What follows belongs to an exercise in optimizing a design on an open flow for small area; a production flow would make more cautious choices.
The RTL was checked by simulation tests, not by an equivalence proof against the original design.
Power is estimated from default activity; no workload was simulated.

$ cat flow/config.mk
export PLATFORM = sky130hd
export DESIGN_NAME = cfu_mac
export DESIGN_NICKNAME = cfu_mac
export VERILOG_FILES = /design/flow/design.v
export SDC_FILE = /design/flow/constraint.sdc
export NUM_CORES = 4
export LEC_CHECK = 0
export CAP_MARGIN = 20
export CORE_MARGIN = 2
export CORE_UTILIZATION = 40
export SLEW_MARGIN = 20
$ cat flow/constraint.sdc
create_clock -name core_clock -period 10.0 [get_ports {clk_i}]
set_input_delay 2.0000 -clock core_clock [delete_from_list [all_inputs] [get_ports {clk_i}]]
set_output_delay 2.0000 -clock core_clock [all_outputs]
set_load 0.01 [all_outputs]
$ cat flow/design.v
package cfu_mac_pkg;
  typedef enum logic [2:0] {
    OP_NOP  = 3'd0,
    OP_MAC  = 3'd1,
    OP_MACU = 3'd2,
    OP_RDL  = 3'd3,
    OP_RDH  = 3'd4,
    OP_CLR  = 3'd5,
    OP_WR   = 3'd6,
    OP_RSVD = 3'd7
  } op_e;
  typedef enum logic [1:0] {
    StIdle,
    StBusy,
    StDone
  } state_e;
  localparam int unsigned CtrlOpLsb  = 0;
  localparam int unsigned CtrlOpW    = 3;
  localparam int unsigned CtrlIdxLsb = 3;
  localparam int unsigned CtrlIdxW   = 5;
endpackage
module cfu_mac_mul_iter (
  input  logic [32:0] win_i,      
  input  logic [31:0] mcand_i,    
  input  logic        msign_i,    
  input  logic        nz_i,       
  input  logic        neg_i,      
  input  logic [1:0]  pend_i,     
  input  logic        top_i,      
  output logic [32:0] win_o,      
  output logic [1:0]  pend_o      
);
  logic [31:0] z_lo;
  logic [2:0]  z_hi, q;
  logic [34:0] t;
  assign z_lo = {32{nz_i}} & (mcand_i ^ {32{neg_i}});
  assign z_hi = {3{nz_i & (msign_i ^ neg_i)}};
  assign q    = z_hi + {pend_i[1], pend_i} + {2'b00, top_i};
  assign t    = {2'b00, win_i} + {q, z_lo} + {34'd0, neg_i};
  assign win_o  = t[32:0];
  assign pend_o = t[34:33];
endmodule
module cfu_mac #(
  parameter int unsigned XLEN    = 32,
  parameter int unsigned NUM_ACC = 4,
  parameter int unsigned MUL_BPC = 4,
  parameter int unsigned CTRL_W  = 8
) (
  input  logic              clk_i,
  input  logic              rst_ni,
  input  logic              stall_i,
  input  logic              valid_i,
  input  logic [CTRL_W-1:0] cfu_ctrl_i,
  input  logic [XLEN-1:0]   src1_i,
  input  logic [XLEN-1:0]   src2_i,
  output logic              stall_o,
  output logic [XLEN-1:0]   rslt_o
);
  logic [2:0]  op;
  logic [1:0]  idx;
  logic        is_mac, is_macu, is_rdl, is_rdh, is_clr, is_wr;
  logic        multi, last, step, clean;
  logic [5:0]  cnt_q;
  logic [1:0]  pend_q, pend_new;
  logic [3:0]  zero_q;
  logic [63:0] acc_q [4];
  logic [32:0] win, win_m, win_new;
  logic [31:0] hi_rd;
  logic        bit_b, nz, neg, top;
  logic        unused;
  assign op  = cfu_ctrl_i[2:0];
  assign idx = cfu_ctrl_i[4:3];
  assign unused = ^{cfu_ctrl_i[7:5]};
  assign is_mac  = (op == 3'd1);
  assign is_macu = (op == 3'd2);
  assign is_rdl  = (op == 3'd3);
  assign is_rdh  = (op == 3'd4);
  assign is_clr  = (op == 3'd5);
  assign is_wr   = (op == 3'd6);
  assign multi   = is_mac | is_macu | is_rdl | is_clr | is_wr;
  assign last    = (cnt_q == 6'd63);
  assign step    = valid_i && multi && !(last && stall_i);
  assign stall_o = multi && !last;
  assign clean = zero_q[idx] | is_wr;
  assign win = acc_q[idx][32:0];
  assign win_m[31:0] = win[31:0] & {32{!(clean && cnt_q == 6'd0)}};
  assign win_m[32]   = win[32] & !(clean && !cnt_q[5]);
  assign bit_b = src2_i[cnt_q[4:0]];
  assign nz  = ((is_mac | is_macu) && !cnt_q[5] && bit_b) || (is_wr && cnt_q == 6'd0);
  assign neg = is_mac && (cnt_q == 6'd31) && bit_b;
  assign top = is_wr && !cnt_q[5] && bit_b;
  cfu_mac_mul_iter u_step (
    .win_i   (win_m),
    .mcand_i (src1_i),
    .msign_i (is_mac && src1_i[31]),
    .nz_i    (nz),
    .neg_i   (neg),
    .pend_i  (pend_q),
    .top_i   (top),
    .win_o   (win_new),
    .pend_o  (pend_new)
  );
  always_ff @(posedge clk_i or negedge rst_ni) begin
    if (!rst_ni) begin
      cnt_q  <= '0;
      pend_q <= '0;
      zero_q <= '1;
    end else begin
      if (step) begin
        cnt_q <= cnt_q + 6'd1;
      end
      pend_q <= (step && cnt_q < 6'd31) ? pend_new : 2'b00;
      if (step && cnt_q == 6'd31) begin
        zero_q[idx] <= 1'b0;
      end
      if (step && last && is_clr) begin
        zero_q[idx] <= 1'b1;
      end
    end
  end
  for (genvar k = 0; k < 4; k++) begin : g_acc
    always_ff @(posedge clk_i) begin
      if (step && idx == 2'(k)) begin
        acc_q[k] <= {win_new[0], acc_q[k][63:33], win_new[32:1]};
      end
    end
  end
  always_comb begin
    hi_rd = '0;
    for (int k = 0; k < 4; k++) begin
      if (is_rdh && idx == 2'(k) && !zero_q[k]) hi_rd = acc_q[k][63:32];
    end
  end
  assign rslt_o = (win[32:1] & {32{is_mac | is_macu | is_rdl | is_clr}}) | hi_rd;
endmodule
$ cat flow/run.sh
#!/bin/bash
# synth_recipe.tcl (not shown) runs the flow's synth.tcl, then flattens the netlist and writes it again
# the make line also repeats each setting of config.mk as NAME=value (left out here)
make -C /OpenROAD-flow-scripts/flow DESIGN_CONFIG=/design/flow/config.mk WORK_HOME=/design/flow/orfs CLKGATE_MAP_FILE= SYNTH_SCRIPT=/design/flow/synth_recipe.tcl finish
==> flow_summary_export.csv, run 1 <==
group,metric,value,unit
floorplanning,die_area,0.03330,mm^2
yosys,area_share_of_the_largest_cell_type_after_synthesis,0.6033,
yosys,seq_area_frac_synth,0.6273,
detailed_routing,num_vias,8131,
floorplanning,core_region,0.03147,mm^2
sta,setup-violations-final,0,
yosys,synth_fp_nets,997,
global_route,grt_max_degree,65,
power_and_ir_drop,p_leak,0.005293,uW
power_and_ir_drop,power_density,214.5,mW/mm^2
yosys,yosys-top-cells-area,"sky130_fd_sc_hd__edfxtp_1 60%, sky130_fd_sc_hd__mux4_2 7.8%, sky130_fd_sc_hd__ha_1 3.3%, sky130_fd_sc_hd__xor2_1 3.0%, sky130_fd_sc_hd__a222oi_1 2.5%",
yosys,postSynth.topFlopCell,"sky130_fd_sc_hd__edfxtp_1",
detailed_routing,drcViolationCount,0,
global_route,number_of_global_route_vias_before_repair,8289,
cts,cts-htree-levels,1,
sta,max_slew_margin,0.3255,
detailed_routing,final_antenna_net_count,0,
detailed_routing,routed_wl,31460,um
global_route,first_pass_grt_wire_length,48600,um
yosys,synthesis.area_per_instance,14.45,um^2
finish,final_layout_size_suffix_gt1_frac,0.1251,
cts,cts_buffer_depth,3,
yosys,synth_warnings,2,
cts,cts_num_sinks,268,
run,cap_viol_max_count,0,
critical_path,critPathCaptureType,"flip-flop",
sta,fin_crit,7.130,ns
sta,clock.fmax,140.3,MHz
global_route,overflow,0,
sta,setup_ws,2.870,ns
cts,cts.repair_timing.setup_buffer_count,0,
cts,cts_repair_resize_count,0,
status,status,"no timing/DRC/antenna violations",
critical_path,crit_arrival,7.47,ns
global_route,antenna_found_initial,0,
yosys,gate_count_post_synth,882,
finish,final_nets,1107,
place,place_congestion,0.8904,
place,buffer_ports.inserted,105,
place,post-place-ws,2.382,ns
power_and_ir_drop,power.total,3274,uW
yosys,post_synthesis_cell_type_with_the_largest_combined_area,"sky130_fd_sc_hd__edfxtp_1",
yosys,syn_area,0.01274,mm^2
floorplanning,initial_core_util,0.4048,
power_and_ir_drop,ir_worst_vdd,125.5,uV
floorplanning,die_width,182.5,um
detailed_routing,route.detailed.vias_per_inst,5.738,
critical_path,crit_path_kind,"input pin to flip-flop",
place,dp_hpwl,20910,um
sta,grt_setup_unrepaired,"no",
place,post_dp_cell_area,0.01428,mm^2
floorplanning,ios,109,
sta,timing.final.max_slew_violations,0,
yosys,synth-seq-cells,268,
yosys,synth_top_cells_by_count,"256 x sky130_fd_sc_hd__edfxtp_1, 75 x sky130_fd_sc_hd__nand2_1, 48 x sky130_fd_sc_hd__nor2_1",
sta,clock-skew-final,0.01631,ns
global_route,groute.usage.overall,0.1900,
cts,cts_made_buffers,29,
sta,report.final.hold_viol_count,0,
yosys,yosys.cell_count.top_type,"sky130_fd_sc_hd__edfxtp_1",
critical_path,crit_path_max_fanout,33,
cts,clk_latency,0.55,ns
yosys,synth_enable_flop_cells,256,
finish,n_fill_cell,2747,
cts,hold_buffers,0,
sta,tightest_slew,1.012,ns
floorplanning,die_y,182.5,um
cts,tritoncts_clock_tree,"done",
sta,timing.final.crit_share,0.7130,
finish,syn_to_final_growth,19.78,%
critical_path,cp-start-kind,"input pin",
finish,num_antenna_cells,0,
detailed_routing,drt-wirelength-per-cell,22.20,um
yosys,synth_async_sr_flop_share,0.04478,
yosys,post_synth_num_cell_types,60,
sta,final.setup.tns,0,ns
detailed_routing,drt_iter0_markers,759,
critical_path,required,10.34,ns
cts,buffer_type_at_the_clock_tree_root,"sky130_fd_sc_hd__clkbuf_16",
floorplanning,placement_rows,65,
finish,design_area,0.01526,mm^2
detailed_routing,firstDrtPassIters,7,
cts,worst_setup_hold_path_clk_slew,0.06,ns
worst_hold_path,hold_path_class,"flip-flop to flip-flop",
==> worst paths after layout <==
kind | start | to | slack, ns | cells after the start
max in group asynchronous | rst_ni | cnt_q[5] | 7.79 | 1
hold / removal | acc_q[0][62] | acc_q[0][61] | 0.45 | 0
setup / recovery | src2_i[31] | acc_q[3][21] | 2.87 | 17
min in group asynchronous | rst_ni | pend_q[0] | 1.82 | 1
hold reg to reg | acc_q[0][62] | acc_q[0][61] | 0.45 | 0
setup reg to reg | cnt_q[0] | acc_q[3][21] | 3.90 | 16
==> cell type report <==
type,instances,area [um^2],area share
inverter,20,75.07,0.004919
sequential,268,7993,0.5237
clock inverter,17,196.4,0.01287
multi-input combinational,551,4541,0.2975
tap,402,503.0,0.03296
timing repair buffer,122,1169,0.07657
clock buffer,37,785.8,0.05148
==> state kept, by name, summed over array words and instances, names as in the netlist <==
name / count
pend_q: 2
acc_q: 256
zero_q: 4
cnt_q: 6
==> power breakdown <==
group	switching, uW	total, uW	internal (uW)
Sequential	49.3	1430	1380
Clock	438	1100	659
Combinational	435	745	310
Total	922	3270	2350
==> through the flow <==
| step | util | std cells | hold WS (ns) |
|---|---|---|---|
| floorplan | - | 882 | 0.4252 |
| global placement | 0.4537 | 1363 | 0.4286 |
| detailed placement | 0.4537 | 1363 | 0.4336 |
| CTS | 0.4849 | 1417 | 0.4459 |
| global route | 0.4849 | 1417 | 0.4531 |
| finish | 0.4849 | 1417 | 0.4470 |
==> worst max-delay path, stage by stage <==
cell	delay [ns]
sky130_fd_sc_hd__clkdlybuf4s50_1	0.39
sky130_fd_sc_hd__mux4_2	0.51
sky130_fd_sc_hd__mux4_2	0.48
sky130_fd_sc_hd__mux2i_1	0.24
sky130_fd_sc_hd__nor4_1	0.13
sky130_fd_sc_hd__a31oi_4	0.17
sky130_fd_sc_hd__buf_4	0.40
sky130_fd_sc_hd__nor2_1	0.11
sky130_fd_sc_hd__fa_1	0.44
sky130_fd_sc_hd__fa_1	0.44
sky130_fd_sc_hd__a21oi_1	0.23
sky130_fd_sc_hd__o221ai_1	0.32
sky130_fd_sc_hd__o22ai_1	0.35
sky130_fd_sc_hd__o211ai_1	0.19
sky130_fd_sc_hd__a221oi_1	0.49
sky130_fd_sc_hd__o221ai_1	0.26
sky130_fd_sc_hd__xor2_1	0.31
==> cells by family (layout without fill, tap and decap cells) <==
kind of cell / after synthesis / count (layout) / synth area share
multiplexers: 46 / 46 / 0.07934
buffers and inverters: 63 / 196 / 0.02091
adder cells (fa/ha/maj): 39 / 39 / 0.04124
AND/OR/NAND/NOR: 214 / 214 / 0.08042
XOR/XNOR: 68 / 68 / 0.04674
AO/OA/AOI/OAI: 184 / 184 / 0.1041
flip-flops: 268 / 268 / 0.6273
==> placed cells by master, fill, tap and decap left out, types with 4 or more instances in the layout <==
master                            count
sky130_fd_sc_hd__edfxtp_1           256
sky130_fd_sc_hd__clkdlybuf4s50_1    103
sky130_fd_sc_hd__nand2_1             75
sky130_fd_sc_hd__nor2_1              45
sky130_fd_sc_hd__mux4_2              44
sky130_fd_sc_hd__xor2_1              44
sky130_fd_sc_hd__a21oi_1             43
sky130_fd_sc_hd__and2_1              38
sky130_fd_sc_hd__ha_1                34
sky130_fd_sc_hd__a222oi_1            32
sky130_fd_sc_hd__a22oi_1             32
sky130_fd_sc_hd__clkbuf_16           29
sky130_fd_sc_hd__xnor2_1             24
sky130_fd_sc_hd__o21ai_0             22
sky130_fd_sc_hd__inv_1               20
sky130_fd_sc_hd__buf_4               17
sky130_fd_sc_hd__a21o_1              10
sky130_fd_sc_hd__nand3_1              9
sky130_fd_sc_hd__nand4_1              8
sky130_fd_sc_hd__dfrtp_1              8
sky130_fd_sc_hd__o211ai_1             7
sky130_fd_sc_hd__nor3_1               7
sky130_fd_sc_hd__clkinv_2             6
sky130_fd_sc_hd__o21a_1               5
sky130_fd_sc_hd__a31oi_1              5
sky130_fd_sc_hd__fa_1                 5
sky130_fd_sc_hd__clkbuf_1             5
sky130_fd_sc_hd__or4_1                4
sky130_fd_sc_hd__nand2b_1             4
sky130_fd_sc_hd__nor3_2               4
sky130_fd_sc_hd__bufinv_16            4
sky130_fd_sc_hd__dfstp_2              4
==> routing by layer <==
metal | vias up | global-route usage | wire length (um)
met2 | 321 | 0.3156 | 14960
met4 | 0 | 0.04194 | 490
met3 | 30 | 0.02694 | 2275
met1 | 4069 | 0.2670 | 13730
li1 | 3711 | - | -
met5 | - | 0 | 0
==> run 2, diff against run 1 <==
--- a/flow/config.mk
+++ b/flow/config.mk
@@ -8,4 +8,5 @@
 export CAP_MARGIN = 20
 export CORE_MARGIN = 2
-export CORE_UTILIZATION = 40
+export CORE_UTILIZATION = 60
+export CTS_BUF_LIST = sky130_fd_sc_hd__clkbuf_8
 export SLEW_MARGIN = 20
==> run 2 against run 1 <==
  * Still clean
  * Critical path depth is the same
  * Final cell count fell by 7.4%
  * Sequential cell count unchanged
  * Power down 8.3%
  * Non-clock buffer count decreased by 2
  * Critical endpoint is now acc_q[2][21]
==> flow_summary_export.csv, run 2 <==
group,metric,value,unit
detailed_routing,final_antenna_net_count,0,
cts,cts_made_buffers,44,
detailed_routing,drcViolationCount,0,
sta,fin_crit,7.153,ns
cts,tritoncts_clock_tree,"done",
cts,cts_num_sinks,268,
finish,num_antenna_cells,0,
yosys,syn_area,0.01274,mm^2
detailed_routing,routed_wl,30180,um
yosys,synth_top_cells_by_count,"256 x sky130_fd_sc_hd__edfxtp_1, 75 x sky130_fd_sc_hd__nand2_1, 48 x sky130_fd_sc_hd__nor2_1",
power_and_ir_drop,p_leak,0.005220,uW
place,post-place-cells,1234,
critical_path,cp-start-kind,"input pin",
finish,largestRegisters,"acc_q: 256 flops, cnt_q: 6 flops, zero_q: 4 flops",
floorplanning,core_region,0.02096,mm^2
yosys,yosys.cell_count.top_type,"sky130_fd_sc_hd__edfxtp_1",
yosys,postSynth.topFlopCell,"sky130_fd_sc_hd__edfxtp_1",
finish,stdcell_count,1312,
place,buffer_ports.inserted,105,
yosys,yosys-top-cells-area,"sky130_fd_sc_hd__edfxtp_1 60%, sky130_fd_sc_hd__mux4_2 7.8%, sky130_fd_sc_hd__ha_1 3.3%, sky130_fd_sc_hd__xor2_1 3.0%, sky130_fd_sc_hd__a222oi_1 2.5%",
yosys,synthesis.area_per_instance,14.45,um^2
critical_path,critPathCaptureType,"flip-flop",
sta,report.final.hold_viol_count,0,
critical_path,crit_path_max_fanout,33,
finish,syn_to_final_growth,16.54,%
sta,clock-skew-final,0.02491,ns
finish,register_area,0.007993,mm^2
critical_path,crit_path_kind,"input pin to flip-flop",
detailed_routing,drt-wirelength-per-cell,23.00,um
finish,n_fill_cell,1469,
sta,tightest_slew,0.9905,ns
cts,cts_buffer_depth,3,
critical_path,crit_arrival,7.49,ns
yosys,synth_warnings,2,
finish,area_used_by_multi_input_combinational_logic,0.004541,mm^2
power_and_ir_drop,ir_worst_vdd,136.3,uV
power_and_ir_drop,power_density,202.2,mW/mm^2
place,place_congestion,0.8383,
global_route,first_pass_grt_wire_length,46600,um
finish,max_flop_register,"acc_q",
cts,cts-htree-levels,2,
floorplanning,initial_core_util,0.6081,
detailed_routing,num_vias,8285,
yosys,seq_area_frac_synth,0.6273,
sta,clock.fmax,139.8,MHz
finish,largest_register_ffs,256,
sta,grt_setup_unrepaired,"no",
yosys,synth_enable_flop_cells,256,
floorplanning,ios,109,
detailed_routing,route.detailed.vias_per_inst,6.315,
global_route,antenna_found_initial,0,
cts,buffer_type_at_the_clock_tree_root,"sky130_fd_sc_hd__clkbuf_8",
sta,max_slew_margin,0.3396,
sta,timing.final.crit_share,0.7153,
worst_hold_path,hold_path_class,"flip-flop to flip-flop",
place,dp_hpwl,19400,um
cts,cts.repair_timing.setup_buffer_count,0,
floorplanning,die_width,149.7,um
yosys,post_synthesis_cell_type_with_the_largest_combined_area,"sky130_fd_sc_hd__edfxtp_1",
detailed_routing,drt_iter0_markers,857,
global_route,groute.usage.overall,0.2741,
floorplanning,die_area,0.02242,mm^2
yosys,synth_async_sr_flop_share,0.04478,
cts,hold_buffers,0,
global_route,number_of_global_route_vias_before_repair,8515,
sta,timing.final.max_slew_violations,0,
yosys,synth_fp_nets,997,
finish,layout_common_cells,"256 x sky130_fd_sc_hd__edfxtp_1, 103 x sky130_fd_sc_hd__clkdlybuf4s50_1, 75 x sky130_fd_sc_hd__nand2_1",
cts,cts_repair_resize_count,0,
detailed_routing,firstDrtPassIters,6,
finish,final_nets,1120,
run,cap_viol_max_count,0,
sta,setup-violations-final,0,
cts,clk_latency,0.55,ns
finish,final_common_cell,"sky130_fd_sc_hd__edfxtp_1",
finish,final_layout_size_suffix_gt1_frac,0.1215,
sta,final.setup.tns,0,ns
global_route,grt_max_degree,65,
status,status,"no timing/DRC/antenna violations",
yosys,post_synth_num_cell_types,60,
global_route,overflow,0,
floorplanning,placement_rows,53,
critical_path,required,10.33,ns
yosys,synth-seq-cells,268,
yosys,area_share_of_the_largest_cell_type_after_synthesis,0.6033,
cts,worst_setup_hold_path_clk_slew,0.07,ns
yosys,gate_count_post_synth,882,
floorplanning,die_y,149.7,um
run 2: final timing paths:
path | from | slack [ns] | end | depth (start not counted)
worst max-delay path | src2_i[31] | 2.85 | acc_q[2][21] | 17
worst min-delay path | acc_q[3][44] | 0.44 | acc_q[3][43] | 0
worst max register to register | cnt_q[0] | 3.91 | acc_q[2][21] | 16
worst min register to register | acc_q[3][44] | 0.44 | acc_q[3][43] | 0
max in group asynchronous | rst_ni | 7.75 | pend_q[1] | 1
min in group asynchronous | rst_ni | 1.85 | pend_q[0] | 1
run 2: cell type report:
cell class,instances,area share
multi-input cells,551,0.3058
well taps,275,0.02317
inverters,20,0.005056
flip-flops and latches,268,0.5383
clock inverters,34,0.009269
clock buffers,44,0.04078
repair buffers,120,0.07769
run 2: kinds of logic (layout without fill, tap and decap cells):
family                     count (synthesis)  in the layout  synth area share
AOI/OAI and AO/OA                        184            184            0.1041
and+or+nand+nor                          214            214           0.08042
xor gates and xnor gates                  68             68           0.04674
buffers and inverters                     63            218           0.02091
adders and majority gates                 39             39           0.04124
muxes                                     46             46           0.07934
DFF                                      268            268            0.6273
run 2: stage by stage:
stage	hold WS, ns	utilization	total power [uW]	worst slack [ns]	cell area (um^2)
after floorplan	0.4252	-	1968	2.330	12740
after global placement	0.4281	0.6732	2157	2.531	14110
after detailed placement	0.4372	0.6732	2185	2.421	14110
after CTS	0.4454	0.7086	3007	2.872	14850
after global routing	0.4568	0.7086	3134	2.588	14850
final	0.4418	0.7086	3002	2.847	14850
run 2: critical path, cell delays in order:
cell                              delay (ns)
sky130_fd_sc_hd__clkdlybuf4s50_1        0.40
sky130_fd_sc_hd__mux4_2                 0.50
sky130_fd_sc_hd__mux4_2                 0.49
sky130_fd_sc_hd__mux2i_1                0.20
sky130_fd_sc_hd__nor4_1                 0.11
sky130_fd_sc_hd__a31oi_4                0.16
sky130_fd_sc_hd__buf_4                  0.39
sky130_fd_sc_hd__nor2_1                 0.10
sky130_fd_sc_hd__fa_1                   0.43
sky130_fd_sc_hd__fa_1                   0.42
sky130_fd_sc_hd__a21oi_1                0.23
sky130_fd_sc_hd__o221ai_1               0.34
sky130_fd_sc_hd__o22ai_1                0.38
sky130_fd_sc_hd__o211ai_1               0.18
sky130_fd_sc_hd__a221oi_1               0.55
sky130_fd_sc_hd__o221ai_1               0.25
sky130_fd_sc_hd__xor2_1                 0.34
run 2: power by group:
group          total, uW  internal [uW]  switching [uW]  leakage, uW
Clock                830            409             421     0.000419
Sequential          1430           1380            49.9      0.00248
Combinational        738            310             428      0.00232
run 2: routing by layer:
metal	part of all wire	global-route usage	wire [um]
met1	0.43	0.3931	12950
met2	0.47	0.4397	14060
met3	0.085	0.04939	2552
met4	0.021	0.07453	621
met5	0	0	0
==> run 3, diff against run 2 <==
--- a/flow/config.mk
+++ b/flow/config.mk
@@ -9,4 +9,4 @@
 export CORE_MARGIN = 2
 export CORE_UTILIZATION = 60
-export CTS_BUF_LIST = sky130_fd_sc_hd__clkbuf_8
+export CTS_BUF_LIST = sky130_fd_sc_hd__clkbuf_4
 export SLEW_MARGIN = 20
==> run 3 against run 2 <==
  * Still clean on timing, DRC and antenna
  * Clock power increased by 14%
  * Largest cell class unchanged
  * Final cell count increased by 3.8%
  * Cell area increased by 1.1%
  * Combinational power about the same
  * Global-route usage increased by 0.87 points
  * Critical endpoint is now rslt_o[16]
==> flow_summary_export.csv, run 3 <==
group,metric,value,unit
detailed_routing,final_antenna_net_count,0,
status,status,"no timing/DRC/antenna violations",
critical_path,crit_path_kind,"input pin to primary output",
yosys,synth_async_sr_flop_share,0.04478,
floorplanning,die_area,0.02242,mm^2
finish,largest_register_ffs,256,
global_route,gr-usage-met3,0.06982,
critical_path,required,8.00,ns
global_route,overflow,0,
global_route,grt_max_degree,65,
finish,finish.utilization,0.7161,
global_route,first_pass_grt_wire_length,47690,um
power_and_ir_drop,p_leak,0.005350,uW
finish,area_used_by_multi_input_combinational_logic,0.004541,mm^2
sta,timing.final.crit_share,0.7103,
detailed_routing,route.detailed.vias_per_inst,6.241,
global_route,antenna_found_initial,1,
detailed_routing,routed_wl,30810,um
finish,largestRegisters,"acc_q: 256 flops, cnt_q: 6 flops, zero_q: 4 flops",
sta,setup_ws,2.897,ns
place,dp_hpwl,19400,um
critical_path,ff2ff_setup_slack,3.88,ns
yosys,synth_enable_flop_cells,256,
finish,final_layout_size_suffix_gt1_frac,0.1796,
detailed_routing,num_vias,8500,
yosys,gate_count_post_synth,882,
sta,grt_setup_unrepaired,"no",
yosys,synthesis.area_per_instance,14.45,um^2
cts,cts_buffer_depth,3,
detailed_routing,drt-wirelength-per-cell,22.62,um
floorplanning,placement_rows,53,
sta,fin_crit,7.103,ns
yosys,yosys.cell_count.top_type,"sky130_fd_sc_hd__edfxtp_1",
cts,cts_made_buffers,72,
cts,hold_buffers,0,
sta,final.setup.tns,0,ns
critical_path,cp-start-kind,"input pin",
yosys,area_share_of_the_largest_cell_type_after_synthesis,0.6033,
worst_hold_path,hold_path_class,"flip-flop to flip-flop",
global_route,grtUsageMet2,0.4470,
yosys,syn_area,0.01274,mm^2
worst_hold_path,hold_depth,0,
yosys,yosys-top-cells-area,"sky130_fd_sc_hd__edfxtp_1 60%, sky130_fd_sc_hd__mux4_2 7.8%, sky130_fd_sc_hd__ha_1 3.3%, sky130_fd_sc_hd__xor2_1 3.0%, sky130_fd_sc_hd__a222oi_1 2.5%",
run,cap_viol_max_count,0,
global_route,groute.usage.overall,0.2827,
yosys,synth_top_cells_by_count,"256 x sky130_fd_sc_hd__edfxtp_1, 75 x sky130_fd_sc_hd__nand2_1, 48 x sky130_fd_sc_hd__nor2_1",
finish,register_area,0.007993,mm^2
critical_path,critPathCaptureType,"primary output",
finish,syn_to_final_growth,17.76,%
yosys,synth-seq-cells,268,
yosys,synth_warnings,2,
yosys,post_synthesis_cell_type_with_the_largest_combined_area,"sky130_fd_sc_hd__edfxtp_1",
power_and_ir_drop,ir_worst_vdd,154.1,uV
sta,clock-skew-final,0.03346,ns
place,buffer_ports.inserted,105,
finish,design_area,0.01501,mm^2
global_route,busiest_layer,"met2",
cts,cts-htree-levels,3,
sta,setup-violations-final,0,
floorplanning,die_y,149.7,um
global_route,global_route_met1_utilization,0.3901,
finish,max_flop_register,"acc_q",
yosys,synth_fp_nets,997,
place,post_dp_cell_area,0.01411,mm^2
cts,buffer_type_at_the_clock_tree_root,"sky130_fd_sc_hd__clkbuf_4",
finish,layout_common_cells,"256 x sky130_fd_sc_hd__edfxtp_1, 111 x sky130_fd_sc_hd__clkbuf_4, 103 x sky130_fd_sc_hd__clkdlybuf4s50_1",
cts,cts_repair_resize_count,0,
floorplanning,initial_core_util,0.6081,
sta,tightest_slew,0.9710,ns
power_and_ir_drop,power_density,207.9,mW/mm^2
cts,clk_latency,0.67,ns
place,place_congestion,0.8383,
critical_path,crit_arrival,5.10,ns
floorplanning,ios,109,
floorplanning,die_width,149.7,um
power_and_ir_drop,power.total,3120,uW
yosys,postSynth.topFlopCell,"sky130_fd_sc_hd__edfxtp_1",
cts,worst_setup_hold_path_clk_slew,0.08,ns
sta,clock.fmax,140.8,MHz
critical_path,crit_path_max_fanout,41,
sta,report.final.hold_viol_count,0,
yosys,seq_area_frac_synth,0.6273,
cts,tritoncts_clock_tree,"done",
finish,n_fill_cell,1492,
global_route,number_of_global_route_vias_before_repair,8901,
yosys,post_synth_num_cell_types,60,
finish,final_common_cell,"sky130_fd_sc_hd__edfxtp_1",
place,post-place-ws,2.421,ns
detailed_routing,drt_iter0_markers,803,
detailed_routing,drcViolationCount,0,
detailed_routing,firstDrtPassIters,6,
sta,timing.final.max_slew_violations,0,
cts,cts_num_sinks,268,
critical_path,ff2ff_path_depth,16,
floorplanning,core_region,0.02096,mm^2
finish,final_nets,1148,
sta,max_slew_margin,0.3527,
cts,cts.repair_timing.setup_buffer_count,0,
[run 3: final cells by class]
class,instances,area share
Inverter,20,0.005003
Clock inverter,16,0.004252
Timing Repair Buffer,120,0.07688
Multi-Input combinational cell,551,0.3026
Sequential cell,268,0.5326
Clock buffer,111,0.05553
Tap cell,275,0.02293
Antenna cell,1,0.0001668
[run 3: worst paths after layout]
| kind | start | to |
|---|---|---|
| max | cfu_ctrl_i[4] | rslt_o[16] |
| max in group asynchronous | rst_ni | pend_q[1] |
| min | acc_q[3][50] | acc_q[3][49] |
| max reg2reg | cnt_q[0] | acc_q[0][21] |
| min in group asynchronous | rst_ni | cnt_q[2] |
| min reg2reg | acc_q[3][50] | acc_q[3][49] |
[run 3: worst max-delay path: stages]
cell and delay [ns]:
sky130_fd_sc_hd__buf_2 0.08, sky130_fd_sc_hd__buf_4 0.64, sky130_fd_sc_hd__nand2b_1 0.29, sky130_fd_sc_hd__nor3_2 0.75
sky130_fd_sc_hd__buf_4 0.46, sky130_fd_sc_hd__a222oi_1 0.18, sky130_fd_sc_hd__nand2_1 0.13, sky130_fd_sc_hd__clkdlybuf4s50_1 0.54
[run 3: logic make-up after synthesis]
| logic type | count (synthesis) | share of synthesized area |
|---|---|---|
| compound gates | 184 | 0.1041 |
| xor+xnor | 68 | 0.04674 |
| fa+ha+maj | 39 | 0.04124 |
| buf+inv | 63 | 0.02091 |
| flops | 268 | 0.6273 |
| mux | 46 | 0.07934 |
| simple gates | 214 | 0.08042 |
[run 3: routing by layer]
metal  up-vias  share of wire
met3        52          0.081
li1       3836              -
met4         0          0.022
met2       385           0.47
met5         -              0
met1      4227           0.43
[run 3: where the power goes]
part,switching [uW],internal (uW),total (uW),leakage (uW)
Clock,442,505,947,0.000548
Sequential,49.7,1380,1430,0.00248
Combinational,430,310,740,0.00232
Total,922,2200,3120,0.00535
[run 3: stage by stage]
step | cells | hold slack, ns
global route | 1362 | 0.4488
CTS | 1361 | 0.4364
floorplan | 882 | 0.4252
detailed placement | 1234 | 0.4372
global placement | 1234 | 0.4281
finish | 1362 | 0.4372
==> run 4, diff against run 3 <==
--- a/flow/config.mk
+++ b/flow/config.mk
@@ -9,4 +9,5 @@
 export CORE_MARGIN = 2
 export CORE_UTILIZATION = 60
-export CTS_BUF_LIST = sky130_fd_sc_hd__clkbuf_4
+export CTS_CLUSTER_DIAMETER = 100
+export CTS_CLUSTER_SIZE = 30
 export SLEW_MARGIN = 20
==> run 4 against run 3 <==
  * Still clean
  * Die area is the same
  * Area after synthesis unchanged
  * Sequential share of layout area is 2.0 points higher
  * Critical path depth is 9 higher
  * Final cell count is 7.9% lower
  * Critical path type is now input pin to flip-flop
  * Highest routed layer unchanged
==> flow_summary_export.csv, run 4 <==
group,metric,value,unit
cts,cts_num_sinks,268,
critical_path,cp-start-kind,"input pin",
finish,max_flop_register,"acc_q",
critical_path,crit_buf_inv,2,
yosys,synth_warnings,2,
yosys,post_synthesis_cell_type_with_the_largest_combined_area,"sky130_fd_sc_hd__edfxtp_1",
power_and_ir_drop,p_sw,810.4,uW
power_and_ir_drop,internal-power,1944,uW
power_and_ir_drop,p_leak,0.004976,uW
status,status,"no timing/DRC/antenna violations",
finish,area_used_by_multi_input_combinational_logic,0.004541,mm^2
finish,finish.utilization,0.6904,
run,cap_viol_max_count,0,
critical_path,critPathSlowestCell,"sky130_fd_sc_hd__a221oi_1",
floorplanning,die_area,0.02242,mm^2
sta,final.setup.tns,0,ns
global_route,grt_max_degree,65,
sta,timing.final.max_slew_violations,0,
yosys,yosys.cell_count.top_type,"sky130_fd_sc_hd__edfxtp_1",
power_and_ir_drop,power_density,190.4,mW/mm^2
detailed_routing,firstDrtPassIters,8,
global_route,groute.usage.overall,0.2692,
detailed_routing,routed_wl,29830,um
worst_hold_path,hold_depth,0,
critical_path,crit_start,"src2_i[31]",
power_and_ir_drop,ir_worst_vdd,150.7,uV
detailed_routing,drt_iter0_markers,823,
cts,hold_buffers,0,
critical_path,ff2ff_setup_slack,3.90,ns
critical_path,crit_path_kind,"input pin to flip-flop",
finish,final_nets,1088,
cts,cts_repair_resize_count,0,
place,dp_hpwl,19400,um
finish,n_fill_cell,1490,
yosys,seq_area_frac_synth,0.6273,
yosys,area_share_of_the_largest_cell_type_after_synthesis,0.6033,
finish,stdcell_count,1254,
yosys,synth_fp_nets,997,
sta,timing.final.crit_share,0.7197,
power_and_ir_drop,comb_power_share,0.268,
critical_path,cp_cell_sequence,"clkdlybuf4s50_1 > mux4_2 > mux4_2 > mux2i_1 > nor4_1 > a31oi_4 > buf_4 > nor2_1 > fa_1 > fa_1 > a21oi_1 > o221ai_1 > o22ai_1 > o211ai_1 > a221oi_1 > o221ai_1 > xor2_1",
cts,worst_setup_hold_path_clk_slew,0.11,ns
finish,final_common_cell,"sky130_fd_sc_hd__edfxtp_1",
finish,largestRegisters,"acc_q: 256 flops, cnt_q: 6 flops, zero_q: 4 flops",
detailed_routing,final_antenna_net_count,0,
power_and_ir_drop,switching_share,0.2942,
critical_path,critPathCaptureType,"flip-flop",
floorplanning,placement_rows,53,
place,buffer_ports.inserted,105,
detailed_routing,drt-wirelength-per-cell,23.79,um
critical_path,ff2ff_path_depth,16,
cts,cts.repair_timing.setup_buffer_count,0,
cts,buffer_type_at_the_clock_tree_root,"sky130_fd_sc_hd__clkbuf_16",
finish,register_area,0.007993,mm^2
critical_path,regToRegEndpoint,"acc_q[0][21]",
critical_path,required,10.28,ns
yosys,synth-seq-cells,268,
cts,tritoncts_clock_tree,"done",
finish,layout_common_cells,"256 x sky130_fd_sc_hd__edfxtp_1, 103 x sky130_fd_sc_hd__clkdlybuf4s50_1, 75 x sky130_fd_sc_hd__nand2_1",
place,place_congestion,0.8383,
finish,final_layout_size_suffix_gt1_frac,0.09499,
sta,fin_crit,7.197,ns
yosys,syn_area,0.01274,mm^2
sta,clock.fmax,138.9,MHz
place,post-place-cells,1234,
sta,tightest_slew,0.9746,ns
detailed_routing,drcViolationCount,0,
detailed_routing,route.detailed.vias_per_inst,6.420,
finish,num_antenna_cells,0,
cts,clk_latency,0.50,ns
floorplanning,die_width,149.7,um
sta,setup_ws,2.803,ns
critical_path,r2r_start,"cnt_q[0]",
floorplanning,core_region,0.02096,mm^2
worst_hold_path,hold_path_class,"flip-flop to flip-flop",
finish,syn_to_final_growth,13.54,%
sta,final.hold.worst_slack,0.4542,ns
sta,clock-skew-final,0.02988,ns
yosys,synth_async_sr_flop_share,0.04478,
power_and_ir_drop,share_clk_of_total_power,0.212,
critical_path,crit_path_max_fanout,33,
yosys,postSynth.topFlopCell,"sky130_fd_sc_hd__edfxtp_1",
sta,report.final.hold_viol_count,0,
yosys,post_synth_num_cell_types,60,
global_route,number_of_global_route_vias_before_repair,8322,
sta,grt_setup_unrepaired,"no",
place,post-place-ws,2.421,ns
sta,setup-violations-final,0,
yosys,synthesis.area_per_instance,14.45,um^2
global_route,first_pass_grt_wire_length,45950,um
yosys,yosys-top-cells-area,"sky130_fd_sc_hd__edfxtp_1 60%, sky130_fd_sc_hd__mux4_2 7.8%, sky130_fd_sc_hd__ha_1 3.3%, sky130_fd_sc_hd__xor2_1 3.0%, sky130_fd_sc_hd__a222oi_1 2.5%",
finish,largest_register_ffs,256,
floorplanning,die_y,149.7,um
global_route,overflow,0,
floorplanning,initial_core_util,0.6081,
cts,cts_buffer_depth,3,
yosys,gate_count_post_synth,882,
yosys,synth_top_cells_by_count,"256 x sky130_fd_sc_hd__edfxtp_1, 75 x sky130_fd_sc_hd__nand2_1, 48 x sky130_fd_sc_hd__nor2_1",
global_route,antenna_found_initial,0,
yosys,synth_enable_flop_cells,256,
critical_path,critical_path_depth,17,
critical_path,crit_arrival,7.47,ns
cts,cts_made_buffers,12,
critical_path,critical_path.endpoint,"acc_q[0][21]",
detailed_routing,num_vias,8051,
sta,max_slew_margin,0.3503,
critical_path,slowest_delay,0.53,ns
power_and_ir_drop,power.share.sequential,0.520,
floorplanning,ios,109,
cts,cts-htree-levels,1,
critical_path,path_delay_family,"compound AO/OA/AOI/OAI gates",
## run 4: cell counts after synthesis
Identical to the previous run, type by type.
## run 4: cells by family after synthesis
logic type                 count (synthesis)  share of synthesized area
buffers and inverters                     63                    0.02091
AOI/OAI and AO/OA                        184                     0.1041
adders and majority gates                 39                    0.04124
and+or+nand+nor                          214                    0.08042
DFF                                      268                     0.6273
muxes                                     46                    0.07934
xor gates and xnor gates                  68                    0.04674
## run 4: per-layer routing
layer,share of wire,vias up,track usage
li1,-,3646,-
met1,0.44,4023,0.3885
met2,0.47,348,0.4394
met3,0.074,34,0.04146
met4,0.016,0,0.06321
met5,0,-,0
## run 4: worst min path at each step
stage,start,to,slack [ns]
2_1_floorplan,acc_q[0][33],acc_q[0][32],0.43
3_3_place_gp,acc_q[2][37],acc_q[2][36],0.43
3_5_place_dp,acc_q[3][37],acc_q[3][36],0.44
4_1_cts,acc_q[2][45],acc_q[2][44],0.45
5_1_grt,acc_q[0][45],acc_q[0][44],0.47
6_report,acc_q[2][45],acc_q[2][44],0.45
## run 4: metrics by stage
step	instance area [um^2]	total power, uW
after floorplan	12740	1968
after global placement	14110	2157
after detailed placement	14110	2185
after CTS	14470	2754
after global routing	14470	2872
final	14470	2754
## run 4: final cells by class
cell class,count,area share
Clock buffer,20,0.02499
Multi-Input combinational cell,551,0.3138
Timing Repair Buffer,120,0.07974
Tap cell,275,0.02378
Inverter,20,0.005189
Sequential cell,268,0.5525
## run 4: worst reg2reg max path, stage by stage (launching register included)
cell,delay [ns]
sky130_fd_sc_hd__dfrtp_1,0.72
sky130_fd_sc_hd__mux4_2,0.61
sky130_fd_sc_hd__mux4_2,0.49
sky130_fd_sc_hd__mux2i_1,0.19
sky130_fd_sc_hd__nor4_1,0.11
sky130_fd_sc_hd__a31oi_4,0.16
sky130_fd_sc_hd__buf_4,0.39
sky130_fd_sc_hd__nor2_1,0.11
sky130_fd_sc_hd__fa_1,0.43
sky130_fd_sc_hd__fa_1,0.42
sky130_fd_sc_hd__a21oi_1,0.23
sky130_fd_sc_hd__o221ai_1,0.34
sky130_fd_sc_hd__o22ai_1,0.38
sky130_fd_sc_hd__o211ai_1,0.19
sky130_fd_sc_hd__a221oi_1,0.53
sky130_fd_sc_hd__o221ai_1,0.25
sky130_fd_sc_hd__xor2_1,0.33
## run 4: power groups by stage
stage               registers (uW)  logic, uW  clock network (uW)
floorplan                     1430        543                   0
global placement              1450        705                   0
detailed placement            1460        727                   0
CTS                           1430        734                 588
global route                  1440        807                 624
finish                        1430        739                 584
==> run 5, diff against run 4 <==
--- a/flow/design.v
+++ b/flow/design.v
@@ -31,13 +31,30 @@
   output logic [1:0]  pend_o      
 );
-  logic [31:0] z_lo;
-  logic [2:0]  z_hi, q;
-  logic [34:0] t;
-  assign z_lo = {32{nz_i}} & (mcand_i ^ {32{neg_i}});
+  localparam int W = 36;   
+  logic [2:0]   z_hi, q;
+  logic [W-1:0] x, y, p, g, c, s;
+  logic [W/4:0] cb;
   assign z_hi = {3{nz_i & (msign_i ^ neg_i)}};
   assign q    = z_hi + {pend_i[1], pend_i} + {2'b00, top_i};
-  assign t    = {2'b00, win_i} + {q, z_lo} + {34'd0, neg_i};
-  assign win_o  = t[32:0];
-  assign pend_o = t[34:33];
+  assign x = {3'b000, win_i};
+  assign y = {q[2], q, {32{nz_i}} & (mcand_i ^ {32{neg_i}})};
+  assign p = x ^ y;
+  assign g = x & y;
+  assign cb[0] = neg_i;
+  for (genvar k = 0; k < W / 4; k++) begin : g_blk
+    logic gb, pb;
+    assign gb = g[4*k+3] | (p[4*k+3] & g[4*k+2]) | (p[4*k+3] & p[4*k+2] & g[4*k+1]) |
+                (p[4*k+3] & p[4*k+2] & p[4*k+1] & g[4*k]);
+    assign pb = &p[4*k+3:4*k];
+    assign cb[k+1] = gb | (pb & cb[k]);
+    assign c[4*k]   = cb[k];
+    assign c[4*k+1] = g[4*k] | (p[4*k] & cb[k]);
+    assign c[4*k+2] = g[4*k+1] | (p[4*k+1] & g[4*k]) | (p[4*k+1] & p[4*k] & cb[k]);
+    assign c[4*k+3] = g[4*k+2] | (p[4*k+2] & g[4*k+1]) | (p[4*k+2] & p[4*k+1] & g[4*k]) |
+                      (p[4*k+2] & p[4*k+1] & p[4*k] & cb[k]);
+  end
+  assign s = p ^ c;
+  assign win_o  = s[32:0];
+  assign pend_o = s[34:33];
 endmodule
 module cfu_mac #(
@@ -65,7 +82,8 @@
   logic [3:0]  zero_q;
   logic [63:0] acc_q [4];
-  logic [32:0] win, win_m, win_new;
+  logic [3:0]  sel, sel_lo, sel_top, sel_hi;
+  logic [32:0] win_m, win_new;
   logic [31:0] hi_rd;
-  logic        bit_b, nz, neg, top;
+  logic        bit_b, bit_nx_q, nz, neg, top;
   logic        unused;
   assign op  = cfu_ctrl_i[2:0];
@@ -83,8 +101,19 @@
   assign stall_o = multi && !last;
   assign clean = zero_q[idx] | is_wr;
-  assign win = acc_q[idx][32:0];
-  assign win_m[31:0] = win[31:0] & {32{!(clean && cnt_q == 6'd0)}};
-  assign win_m[32]   = win[32] & !(clean && !cnt_q[5]);
-  assign bit_b = src2_i[cnt_q[4:0]];
+  for (genvar k = 0; k < 4; k++) begin : g_sel
+    assign sel[k]     = (idx == 2'(k));
+    assign sel_lo[k]  = sel[k] && !(clean && cnt_q == 6'd0);
+    assign sel_top[k] = sel[k] && !(clean && !cnt_q[5]);
+    assign sel_hi[k]  = sel[k] && is_rdh && !zero_q[k];
+  end
+  always_comb begin
+    win_m = '0;
+    hi_rd = '0;
+    for (int k = 0; k < 4; k++) begin
+      win_m = win_m | ({sel_top[k], {32{sel_lo[k]}}} & acc_q[k][32:0]);
+      hi_rd = hi_rd | ({32{sel_hi[k]}} & acc_q[k][63:32]);
+    end
+  end
+  assign bit_b = (cnt_q == 6'd0) ? src2_i[0] : bit_nx_q;
   assign nz  = ((is_mac | is_macu) && !cnt_q[5] && bit_b) || (is_wr && cnt_q == 6'd0);
   assign neg = is_mac && (cnt_q == 6'd31) && bit_b;
@@ -105,4 +134,5 @@
       cnt_q  <= '0;
       pend_q <= '0;
+      bit_nx_q <= 1'b0;
       zero_q <= '1;
     end else begin
@@ -111,4 +141,5 @@
       end
       pend_q <= (step && cnt_q < 6'd31) ? pend_new : 2'b00;
+      bit_nx_q <= src2_i[5'(cnt_q[4:0] + 5'd1)];
       if (step && cnt_q == 6'd31) begin
         zero_q[idx] <= 1'b0;
@@ -121,15 +152,9 @@
   for (genvar k = 0; k < 4; k++) begin : g_acc
     always_ff @(posedge clk_i) begin
-      if (step && idx == 2'(k)) begin
+      if (step && sel[k]) begin
         acc_q[k] <= {win_new[0], acc_q[k][63:33], win_new[32:1]};
       end
     end
   end
-  always_comb begin
-    hi_rd = '0;
-    for (int k = 0; k < 4; k++) begin
-      if (is_rdh && idx == 2'(k) && !zero_q[k]) hi_rd = acc_q[k][63:32];
-    end
-  end
-  assign rslt_o = (win[32:1] & {32{is_mac | is_macu | is_rdl | is_clr}}) | hi_rd;
+  assign rslt_o = (win_m[32:1] & {32{is_mac | is_macu | is_rdl | is_clr}}) | hi_rd;
 endmodule
--- a/flow/config.mk
+++ b/flow/config.mk
@@ -9,5 +9,6 @@
 export CORE_MARGIN = 2
 export CORE_UTILIZATION = 60
-export CTS_CLUSTER_DIAMETER = 100
-export CTS_CLUSTER_SIZE = 30
+export CTS_BUF_LIST = sky130_fd_sc_hd__clkbuf_16
+export CTS_CLUSTER_DIAMETER = 80
+export CTS_CLUSTER_SIZE = 25
 export SLEW_MARGIN = 20
==> run 5 against run 4 <==
  * Still clean
  * Die area is 4.3% lower
  * Clock power increased by 8.4%
  * Via count fell by 5.5%
  * Routed wire length decreased by 7.5%
  * Maximum frequency shrank 6.9%
  * Sequential cell count rose by 1
  * Clock skew decreased by 0.011 ns
  * Critical endpoint is now rslt_o[2]
  * Largest cell class unchanged
==> flow_summary_export.csv, run 5 <==
group,metric,value,unit
status,status,"no timing/DRC/antenna violations",
yosys,seq_area_frac_synth,0.6585,
floorplanning,initial_core_util,0.6056,
place,place_congestion,0.8173,
floorplanning,die_area,0.02145,mm^2
sta,max_slew_margin,0.3346,
finish,final_layout_size_suffix_gt1_frac,0.07516,
yosys,post_synth_num_cell_types,46,
finish,num_antenna_cells,0,
yosys,area_share_of_the_largest_cell_type_after_synthesis,0.6314,
yosys,synth_fp_nets,983,
finish,largest_register_ffs,256,
place,buffer_ports.inserted,105,
cts,worst_setup_hold_path_clk_slew,0.10,ns
yosys,yosys-top-cells-area,"sky130_fd_sc_hd__edfxtp_1 63%, sky130_fd_sc_hd__a22oi_1 7.6%, sky130_fd_sc_hd__ha_1 3.6%, sky130_fd_sc_hd__xnor2_1 3.4%, sky130_fd_sc_hd__nand2_1 2.5%",
global_route,antenna_found_initial,0,
global_route,number_of_global_route_vias_before_repair,8052,
cts,buffer_type_at_the_clock_tree_root,"sky130_fd_sc_hd__clkbuf_16",
floorplanning,placement_rows,52,
yosys,synth_warnings,2,
detailed_routing,drcViolationCount,0,
global_route,groute.usage.overall,0.2608,
yosys,synthesis.area_per_instance,14.16,um^2
cts,cts_num_sinks,269,
yosys,synth_top_cells_by_count,"256 x sky130_fd_sc_hd__edfxtp_1, 124 x sky130_fd_sc_hd__a22oi_1, 82 x sky130_fd_sc_hd__nand2_1",
detailed_routing,drt_iter0_markers,589,
sta,clock-skew-final,0.01897,ns
place,dp_hpwl,17450,um
finish,n_fill_cell,1374,
finish,stdcell_count,1228,
sta,tightest_slew,0.9980,ns
floorplanning,die_y,146.5,um
finish,final_nets,1077,
finish,final_common_cell,"sky130_fd_sc_hd__edfxtp_1",
power_and_ir_drop,ir_worst_vdd,134.3,uV
cts,cts_made_buffers,15,
sta,timing.final.max_slew_violations,0,
critical_path,critPathCaptureType,"primary output",
detailed_routing,route.detailed.vias_per_inst,6.196,
cts,hold_buffers,0,
sta,fin_crit,7.733,ns
critical_path,crit_arrival,5.73,ns
detailed_routing,routed_wl,27590,um
finish,finish.utilization,0.6987,
floorplanning,core_region,0.02010,mm^2
finish,syn_to_final_growth,15.37,%
power_and_ir_drop,power_density,180.0,mW/mm^2
global_route,grt_max_degree,65,
run,cap_viol_max_count,0,
cts,cts_buffer_depth,3,
detailed_routing,num_vias,7609,
finish,register_area,0.008018,mm^2
yosys,gate_count_post_synth,860,
yosys,post_synthesis_cell_type_with_the_largest_combined_area,"sky130_fd_sc_hd__edfxtp_1",
critical_path,crit_path_max_fanout,32,
sta,report.final.hold_viol_count,0,
worst_hold_path,hold_path_class,"flip-flop to flip-flop",
detailed_routing,final_antenna_net_count,0,
sta,clock.fmax,129.3,MHz
finish,design_area,0.01405,mm^2
place,post-place-cells,1207,
floorplanning,die_width,146.5,um
finish,area_used_by_multi_input_combinational_logic,0.004058,mm^2
sta,setup-violations-final,0,
global_route,overflow,0,
cts,cts.repair_timing.setup_buffer_count,0,
cts,tritoncts_clock_tree,"done",
place,post_dp_cell_area,0.01362,mm^2
finish,layout_common_cells,"256 x sky130_fd_sc_hd__edfxtp_1, 124 x sky130_fd_sc_hd__a22oi_1, 105 x sky130_fd_sc_hd__clkdlybuf4s50_1",
detailed_routing,drt-wirelength-per-cell,22.46,um
detailed_routing,firstDrtPassIters,5,
cts,clk_latency,0.50,ns
yosys,synth_async_sr_flop_share,0.04833,
yosys,postSynth.topFlopCell,"sky130_fd_sc_hd__edfxtp_1",
power_and_ir_drop,p_leak,0.004870,uW
sta,grt_setup_unrepaired,"no",
sta,timing.final.crit_share,0.7733,
floorplanning,ios,109,
finish,largestRegisters,"acc_q: 256 flops, cnt_q: 6 flops, zero_q: 4 flops",
cts,cts_repair_resize_count,0,
critical_path,required,8.00,ns
yosys,syn_area,0.01218,mm^2
critical_path,crit_path_kind,"input pin to primary output",
sta,final.setup.tns,0,ns
cts,cts-htree-levels,1,
yosys,synth-seq-cells,269,
yosys,yosys.cell_count.top_type,"sky130_fd_sc_hd__edfxtp_1",
yosys,synth_enable_flop_cells,256,
global_route,first_pass_grt_wire_length,43530,um
critical_path,cp-start-kind,"input pin",
finish,max_flop_register,"acc_q",
[run 5: cell types whose count changed after synthesis, moves of 8 or more]
cell                       delta
sky130_fd_sc_hd__a22oi_1     +92
sky130_fd_sc_hd__mux4_2      -32
sky130_fd_sc_hd__a222oi_1    -32
sky130_fd_sc_hd__clkbuf_1     +8
sky130_fd_sc_hd__xnor2_1     +23
sky130_fd_sc_hd__xor2_1      -26
sky130_fd_sc_hd__a21oi_1     -22
sky130_fd_sc_hd__and2_1      -38
sky130_fd_sc_hd__nand3_1     +33
[run 5: per-stage QoR]
stage	setup WS, ns	total power, uW	hold slack, ns
final	2.267	2528	0.4430
after global routing	1.989	2629	0.4545
after CTS	2.237	2539	0.4525
after detailed placement	2.038	1918	0.4341
after global placement	2.075	1895	0.4299
after floorplan	2.304	1742	0.4268
[run 5: area by class of cell]
| class | instances | area share |
|---|---|---|
| Multi-Input combinational cell | 534 | 0.2889 |
| Clock buffer | 15 | 0.02672 |
| Inverter | 16 | 0.004275 |
| Timing Repair Buffer | 118 | 0.08177 |
| Sequential cell | 269 | 0.5708 |
| Clock inverter | 6 | 0.003563 |
| Tap cell | 270 | 0.02405 |
[run 5: routing by layer]
metal / track usage / share of wire / vias up / routed length, um
met5: 0 / 0 / - / 0
met4: 0.07233 / 0.023 / 0 / 634
met3: 0.03188 / 0.055 / 47 / 1505
met2: 0.4540 / 0.50 / 273 / 13660
met1: 0.3513 / 0.43 / 3792 / 11790
li1: - / - / 3497 / -
[run 5: kinds of logic after synthesis]
family / Yosys count / share of synthesized area
simple gates: 209 / 0.07697
compound gates: 198 / 0.1196
mux: 15 / 0.02487
xor+xnor: 65 / 0.04676
flops: 269 / 0.6585
fa+ha+maj: 47 / 0.05570
buf+inv: 57 / 0.01757
[run 5: final timing paths]
| path | cells after the start | end | slack (ns) | start |
|---|---|---|---|---|
| min reg2reg | 0 | acc_q[0][50] | 0.44 | acc_q[0][51] |
| max in group asynchronous | 1 | cnt_q[0] | 7.64 | rst_ni |
| max | 10 | rslt_o[2] | 2.27 | cfu_ctrl_i[3] |
| min | 0 | acc_q[0][50] | 0.44 | acc_q[0][51] |
| max reg2reg | 18 | acc_q[0][31] | 4.05 | cnt_q[0] |
| min in group asynchronous | 1 | pend_q[0] | 1.93 | rst_ni |
[run 5: report_power, final]
part / switching (uW) / internal (uW)
Combinational: 285 / 237
Sequential: 44.0 / 1330
Clock: 352 / 281
[run 5: worst max-delay path, cell delays in order]
cell and delay [ns]:
sky130_fd_sc_hd__clkdlybuf4s50_1 0.77, sky130_fd_sc_hd__mux4_2 0.56, sky130_fd_sc_hd__a31oi_1 0.24, sky130_fd_sc_hd__nor3b_2 0.16, sky130_fd_sc_hd__nor2_4 0.80, sky130_fd_sc_hd__a22oi_1 0.23, sky130_fd_sc_hd__nand2_1 0.17, sky130_fd_sc_hd__nand2_1 0.12
sky130_fd_sc_hd__nand3_1 0.13, sky130_fd_sc_hd__clkdlybuf4s50_1 0.53
==> run 6, diff against run 5 <==
==> flow/flow/run.sh (new file) <==
#!/bin/bash
# The standard layout (standard.sh), with two changes:
#  - synthesis maps the logic with an area-oriented ABC script (flow/synth.tcl);
#  - the port buffers are sky130_fd_sc_hd__buf_1 cells.
set -euo pipefail
here=$(pwd)
export MY_ABC_SCRIPT=$here/flow/abc_area.script
bash standard.sh SYNTH_SCRIPT=$here/flow/synth.tcl \
  "BUFFER_PORTS_ARGS=-buffer_cell sky130_fd_sc_hd__buf_1" finish > $here/flow_make.log 2>&1
==> flow/flow/abc_area.script (new file) <==
&get -n
&st
&syn2
&dch
&nf -R 1000
&put
topo
stime -c
==> flow/flow/synth.tcl (new file) <==
proc synth {args} { yosys synth -nofsm -noshare {*}$args }
proc abc {args} {
  set i [lsearch -exact $args -script]
  if {$i >= 0 && [info exists ::env(MY_ABC_SCRIPT)]} { lset args [expr {$i+1}] $::env(MY_ABC_SCRIPT) }
  yosys abc {*}$args
}
source $::env(SCRIPTS_DIR)/synth.tcl
# left out here: clear keep_hierarchy, flatten, clean up, hide names made inside functions, write 1_2_yosys.v
==> flow/standard.sh (new file) <==
#!/bin/bash
# synth_recipe.tcl (not shown) runs the flow's synth.tcl, then flattens the netlist and writes it again
# the make line also repeats each setting of config.mk as NAME=value (left out here)
make -C /OpenROAD-flow-scripts/flow DESIGN_CONFIG=/design/flow/config.mk WORK_HOME=/design/flow/orfs CLKGATE_MAP_FILE= SYNTH_SCRIPT=/design/flow/synth_recipe.tcl "${@:-finish}"
--- a/flow/config.mk
+++ b/flow/config.mk
@@ -9,6 +9,4 @@
 export CORE_MARGIN = 2
 export CORE_UTILIZATION = 60
-export CTS_BUF_LIST = sky130_fd_sc_hd__clkbuf_16
-export CTS_CLUSTER_DIAMETER = 80
-export CTS_CLUSTER_SIZE = 25
+export CTS_BUF_LIST = sky130_fd_sc_hd__clkbuf_8
 export SLEW_MARGIN = 20
removed: flow/run.sh
==> run 6 against run 5 <==
  * Combinational power fell by 21%
  * Power grew 4.3%
  * Still clean on timing, DRC and antenna
  * Area after synthesis decreased by 4.0%
  * Sequential power about the same
  * Final cell count increased by 3.5%
  * Count of clock-buffer cells in the layout increased by 28
  * Non-clock buffer count grew 9
  * Global-route usage up 1.1 points
  * Maximum frequency is 14% lower
  * Clock power is 36% higher
==> flow_summary_export.csv, run 6 <==
group,metric,value,unit
detailed_routing,final_antenna_net_count,0,
critical_path,slowest_delay,0.44,ns
critical_path,r2r_start,"cnt_q[0]",
place,post-place-cells,1194,
floorplanning,die_y,143.6,um
finish,num_antenna_cells,0,
cts,cts_buffer_depth,3,
detailed_routing,routed_wl,27660,um
critical_path,crit_path_kind,"input pin to flip-flop",
yosys,synth_async_sr_flop_share,0.04833,
yosys,synthesis.area_per_instance,14.57,um^2
finish,layout_common_cells,"256 x sky130_fd_sc_hd__edfxtp_1, 127 x sky130_fd_sc_hd__nand2_1, 105 x sky130_fd_sc_hd__buf_1",
critical_path,critPathCaptureType,"flip-flop",
cts,buffer_type_at_the_clock_tree_root,"sky130_fd_sc_hd__clkbuf_8",
global_route,grt_max_degree,60,
yosys,synth_top_cells_by_count,"256 x sky130_fd_sc_hd__edfxtp_1, 127 x sky130_fd_sc_hd__nand2_1, 59 x sky130_fd_sc_hd__nor2_1",
sta,timing.final.crit_share,0.8940,
worst_hold_path,hold_path_class,"flip-flop to flip-flop",
yosys,synth_fp_nets,925,
yosys,synth_warnings,2,
worst_hold_path,hold_depth,0,
run,cap_viol_max_count,0,
sta,tightest_slew,0.9894,ns
global_route,antenna_found_initial,0,
critical_path,crit_arrival,9.37,ns
detailed_routing,firstDrtPassIters,6,
floorplanning,initial_core_util,0.6065,
yosys,post_synth_num_cell_types,36,
detailed_routing,drcViolationCount,0,
place,dp_hpwl,17350,um
sta,clock-skew-final,0.02420,ns
power_and_ir_drop,power_density,196.3,mW/mm^2
floorplanning,die_width,143.6,um
critical_path,crit_path_max_fanout,6,
status,status,"no timing/DRC/antenna violations",
cts,cts_num_sinks,269,
critical_path,regToRegEndpoint,"pend_q[0]",
finish,stdcell_count,1271,
global_route,overflow,0,
global_route,groute.usage.overall,0.2720,
sta,final.hold.worst_slack,0.4505,ns
finish,max_flop_register,"acc_q",
yosys,syn_area,0.01169,mm^2
yosys,synth_enable_flop_cells,256,
critical_path,required,10.43,ns
yosys,synth-seq-cells,269,
power_and_ir_drop,ir_worst_vdd,129.6,uV
cts,cts.repair_timing.setup_buffer_count,0,
cts,tritoncts_clock_tree,"done",
sta,timing.final.max_slew_violations,0,
place,place_congestion,0.8496,
yosys,seq_area_frac_synth,0.6860,
sta,report.final.hold_viol_count,0,
finish,final_nets,1097,
finish,largest_register_ffs,256,
detailed_routing,drt-wirelength-per-cell,21.76,um
yosys,area_share_of_the_largest_cell_type_after_synthesis,0.6577,
cts,clk_latency,0.56,ns
place,buffer_ports.inserted,105,
cts,hold_buffers,0,
cts,cts_made_buffers,43,
detailed_routing,drt_iter0_markers,645,
critical_path,critPathSlowestCell,"sky130_fd_sc_hd__fa_1",
global_route,number_of_global_route_vias_before_repair,7907,
finish,final_common_cell,"sky130_fd_sc_hd__edfxtp_1",
detailed_routing,route.detailed.vias_per_inst,6.042,
cts,cts-htree-levels,2,
sta,grt_setup_unrepaired,"no",
sta,final.setup.tns,0,ns
floorplanning,core_region,0.01927,mm^2
sta,clock.fmax,111.9,MHz
global_route,first_pass_grt_wire_length,42010,um
critical_path,ff2ff_setup_slack,1.66,ns
yosys,gate_count_post_synth,802,
finish,largestRegisters,"acc_q: 256 flops, cnt_q: 6 flops, zero_q: 4 flops",
worst_hold_path,timing.hold.worst.start,"acc_q[3][46]",
finish,syn_to_final_growth,14.97,%
floorplanning,placement_rows,51,
critical_path,ff2ff_path_depth,37,
critical_path,crit_start,"cfu_ctrl_i[3]",
sta,max_slew_margin,0.3388,
yosys,yosys-top-cells-area,"sky130_fd_sc_hd__edfxtp_1 66%, sky130_fd_sc_hd__nand2_1 4.1%, sky130_fd_sc_hd__a222oi_1 3.9%, sky130_fd_sc_hd__ha_1 3.7%, sky130_fd_sc_hd__xnor2_1 3.4%",
sta,fin_crit,8.940,ns
floorplanning,ios,109,
cts,worst_setup_hold_path_clk_slew,0.06,ns
cts,cts_repair_resize_count,0,
power_and_ir_drop,p_leak,0.004720,uW
yosys,post_synthesis_cell_type_with_the_largest_combined_area,"sky130_fd_sc_hd__edfxtp_1",
floorplanning,die_area,0.02061,mm^2
finish,final_layout_size_suffix_gt1_frac,0.1034,
yosys,postSynth.topFlopCell,"sky130_fd_sc_hd__edfxtp_1",
worst_hold_path,hold-path-endpoint,"acc_q[3][45]",
detailed_routing,num_vias,7680,
sta,setup-violations-final,0,
yosys,yosys.cell_count.top_type,"sky130_fd_sc_hd__edfxtp_1",
critical_path,cp-start-kind,"input pin",
[run 6: cell count changes after synthesis, sizes merged, moves of 5 or more]
cell    change
inv        -16
nand2      +45
a22oi      -88
and3        +7
a21o        -7
clkinv     +12
a222oi     +46
clkbuf     -40
nor2        +7
o31ai       -5
[run 6: logic make-up after synthesis]
family / share of synthesized area
DFF: 0.6860
and+or+nand+nor: 0.09646
muxes: 0.02088
adders and majority gates: 0.05802
xor gates and xnor gates: 0.04571
AOI/OAI and AO/OA: 0.08907
buffers and inverters: 0.003854
[run 6: metrics by stage]
stage          worst slack (ns)  utilization  instance area [um^2]  total power [uW]
2_1_floorplan            0.9117            -                 11700              1672
3_5_place_dp             0.5526       0.6571                 12660              1803
3_3_place_gp             0.6894       0.6571                 12660              1782
6_report                  1.060       0.6972                 13440              2637
5_1_grt                  0.4132       0.6972                 13440              2753
4_1_cts                   1.063       0.6972                 13440              2651
[run 6: report_power, final]
| group | total, uW | internal, uW | leakage (uW) | switching, uW |
|---|---|---|---|---|
| clock | 858 | 432 | 0.000444 | 426 |
| combinational | 413 | 168 | 0.00179 | 245 |
| sequential | 1370 | 1320 | 0.00249 | 42.2 |
[run 6: cell type report]
| cell class | instances | area (um^2) |
|---|---|---|
| Tap cell | 265 | 331.6 |
| Multi-Input combinational cell | 521 | 3710 |
| Inverter | 12 | 45.04 |
| Fill cell | 1369 | 5834 |
| Clock inverter | 34 | 181.4 |
| Timing Repair Buffer | 127 | 559.3 |
| Clock buffer | 43 | 591.8 |
| Sequential cell | 269 | 8018 |
[run 6: layer usage]
layer,vias up,share of wire,wire length [um],global-route usage
met5,-,0,0,0
li1,3505,-,-,-
met1,3807,0.40,11020,0.3487
met4,0,0.025,695,0.09340
met2,307,0.51,14130,0.4754
met3,61,0.066,1812,0.04299
[run 6: worst max-delay path, delay by kind of cell]
kind            cells  cell delay (ns)
simple gates       19             3.18
compound gates     13             2.71
fa+ha+maj           2             0.78
buf+inv             3             0.52
xor+xnor            1             0.18
[run 6: worst max path at each step]
stage               slack, ns   endpoint
finish                   1.06  pend_q[0]
global placement         0.69  pend_q[0]
detailed placement       0.55  pend_q[0]
CTS                      1.06  pend_q[0]
global route             0.41  pend_q[0]
floorplan                0.91  pend_q[0]

## port drivers added, routing unchanged
The flow's constraints put no driver on any port. The routed layouts listed below were extracted and timed again, unchanged, in two steps. Step 1: set_driving_cell puts a clkbuf_16 on clk_i and a buf_2 on each other input, an assumption about the parent block. Step 2 moves the port delays by t, midway between the first and last clock arrival at a register: inputs arrive t later, outputs are due t later. That takes back most of the time a late clock gives input paths. Slacks: ideal ports / drivers / drivers and shift; pairs: ideal ports / drivers.
run | t, ns | setup slack, ns | worst slew at a driven data input, ns | pins driven straight from the clock port
run 1 | 0.591 | 2.870 / 2.889 / 2.298 | 0.08 | 1
run 2 | 0.581 | 2.847 / 2.853 / 2.284 | 0.04 | 1
run 3 | 0.699 | 2.897 / 2.861 / 2.260 | 0.04 | 1
run 4 | 0.529 | 2.803 / 2.824 / 2.295 | 0.04 | 1
run 5 | 0.535 | 2.267 / 2.240 / 2.041 | 0.05 | 1
run 6 | 0.593 | 1.060 / 1.078 / 0.485 | 0.04 | 1
After both steps setup and hold are still met in every run listed. The setup slack of run 3, which loses most, moves by -0.036 ns with the drivers and by -0.637 ns with both steps.
